Background: an optimization exercise with open tools, aiming at small area, a short achievable clock period and few clock cycles. Do not read the settings as production practice. The RTL was checked by simulation tests, not by an equivalence proof against the original design. Power is estimated from default activity; no workload was simulated.

## run A
Design move_unmaker, start of the top module:
module move_unmaker #(
  parameter int DEPTH = 64,
  parameter int PW    = $clog2(DEPTH) + 1
) (
  input  logic          clk_in,
  input  logic          rst_in,
  input  logic          push_valid_in,
  input  logic [14:0]   push_move_in,
  input  logic [430:0]  push_board_in,
  output logic          push_ready_out,
  input  logic          undo_valid_in,
  input  logic [430:0]  board_in,
  output logic          undo_ready_out,
  output logic [430:0]  board_out,
  output logic          valid_out,
  output logic [PW-1:0] depth_out,
  output logic          error_out
);
  localparam int AW = $clog2(DEPTH);
  localparam int NUM_BB = 5;
  localparam int RW = 36;
  localparam logic [2:0] SPECIAL_UNKNOWN    = 3'd0;
  localparam logic [2:0] SPECIAL_CASTLE     = 3'd2;
  localparam logic [2:0] SPECIAL_EN_PASSANT = 3'd3;
  localparam logic [2:0] CAP_K    = 3'd5;
  localparam logic [2:0] CAP_NONE = 3'd7;
  function automatic [7:0] dec3(input [2:0] x);
    dec3 = 8'd1 << x;
  endfunction
  function automatic [31:0] sq_dec(input [11:0] x);
    sq_dec = {dec3(x[11:9]), dec3(x[8:6]), dec3(x[5:3]), dec3(x[2:0])};
  endfunction
  logic [PW-1:0] r_depth;
  logic [RW-1:0] r_mem [0:DEPTH-3];
  logic [RW-1:0] r_sec;
  logic [7:0]    t_sr, t_sf, t_dr, t_df;
  logic [5:0]    t_src, t_dst;
  logic [5:0]    t_cap;
  logic          t_ep, t_dir, t_promo, t_cm;
  logic [18:0]   t_keep;
  logic [430:0]  r_board_out;
  logic          r_valid, r_error;
  ...
Size: roughly 7,200 cells after synthesis, about 2,800 flip-flops, roughly 110,000 sq um of cells after synthesis.
export LEC_CHECK = 0
export CAP_MARGIN = 40
export CORE_MARGIN = 2
export CORE_UTILIZATION = 40
export CTS_BUF_LIST = sky130_fd_sc_hd__clkbuf_16
export CTS_CLUSTER_DIAMETER = 80
export CTS_CLUSTER_SIZE = 25
export PLACE_DENSITY = 0.7
export SETUP_SLACK_MARGIN = 3.6
export SLEW_MARGIN = 50
create_clock -name core_clock -period 7.0 [get_ports {clk_in}]
standard.sh (not shown) runs the stock make flow with config.mk's settings and CLKGATE_MAP_FILE= SYNTH_SCRIPT=/design/flow/synth_recipe.tcl, a recipe that flattens the netlist after the stock synthesis.
==> flow/flow/run.sh <==
#!/bin/bash
# Standard layout, except that buffer_ports is told to use plain buf_1
# buffers on the ports instead of the delay cells it picks by itself.
set -euo pipefail
here=$(pwd)
bash standard.sh synth > "$here/make_synth.log" 2>&1
export BUFFER_PORTS_ARGS="-buffer_cell sky130_fd_sc_hd__buf_1"
bash standard.sh > "$here/make_layout.log" 2>&1
Run A was carried through to the last stage, and its layout satisfied the timing, DRC and antenna checks.
Testbench counts of run A, summed over its fixed seeds: cycles 24,001.
### run A -> run B
- changing SETUP_SLACK_MARGIN from 3.6 to 3.8
- changing CAP_MARGIN from 40 to 50
- changing SLEW_MARGIN from 50 to 60
==> comparison <==
Worst path setup slack after routing: run B vs run A up 0.17 ns
From run A to run B the numbers moved as follows: path length in cells of the critical path went up by 1, total CTS buffers shrank by about 2.4%, share of total power in combinational logic has remained practically unchanged, clock skew rose 0.020 ns.
Relative to run B, the following input files were edited for run C:
- changing CAP_MARGIN from 50 to 20
- removing PLACE_DENSITY (formerly 0.7)
- changing SLEW_MARGIN from 60 to 20
- changing CORE_UTILIZATION from 40 to 50
Findings:
Run B -> run C: synthesized area delta 0, exact match. Between run C and run B, it is run C whose hold slack is higher, by 0.017 ns. Final total power for run C: about 0.9% down relative to run B. As of run C, number of antenna violations at the first check in global routing had risen slightly compared to run B. Re count of antenna diodes in the layout: run B and run C aren't equal, and the higher value belongs to run B. Maximum clock frequency deteriorates in run C relative to run B. Run C reports a lower relative area change from synthesis to final layout than run B does. Re synthesized cell count: no difference whatsoever between run C and run B. Run C went all the way through the flow, and no timing, DRC or antenna check failed. Switching power summed over all nets, run C vs run B: down slightly.
Modified inputs, run D compared to run C
- PLACE_DENSITY now 0.7, previously not set
- SLEW_MARGIN now 50, was 20
- CORE_UTILIZATION now 40, was 50
- CAP_MARGIN now 40, was 20
[summary]
Going from run C to run D, critical path depth now sits higher, portion of total power attributed to the clock network now sits higher, fraction of the yosys area taken by sequential cells now sits at about the same level, post-placement setup slack now sits lower.
Compared run D vs run C, and total power is up in run D.

-- re-timing with driven ports --
How much do the figures lean on ideal ports? The routed layouts below were timed once more, with nothing changed but the port constraints. Step 1: set_driving_cell puts a clkbuf_16 on clk_in and a buf_2 on each other input, an assumption about the parent block. Step 2 moves the port delays by t, midway between the first and last clock arrival at a register: inputs arrive t later, outputs are due t later. That takes back most of the time a late clock gives input paths. Three values: no drivers, after step 1, after step 2; two values: the first two.
run	t (ns)	setup WS [ns]	worst setup path at the end	cell pins on the clock port's net
run A	0.950	3.436 / 3.454 / 2.503	input to register	1
run B	0.986	3.602 / 3.559 / 2.573	input to register	1
run C	0.954	3.539 / 3.539 / 2.677	input to register	1
run D	0.956	3.612 / 3.589 / 2.633	input to register	1
After both steps every run listed still meets setup and hold. The setup slack of run B, which loses most, moves by -0.043 ns with the drivers and by -1.029 ns with both steps.
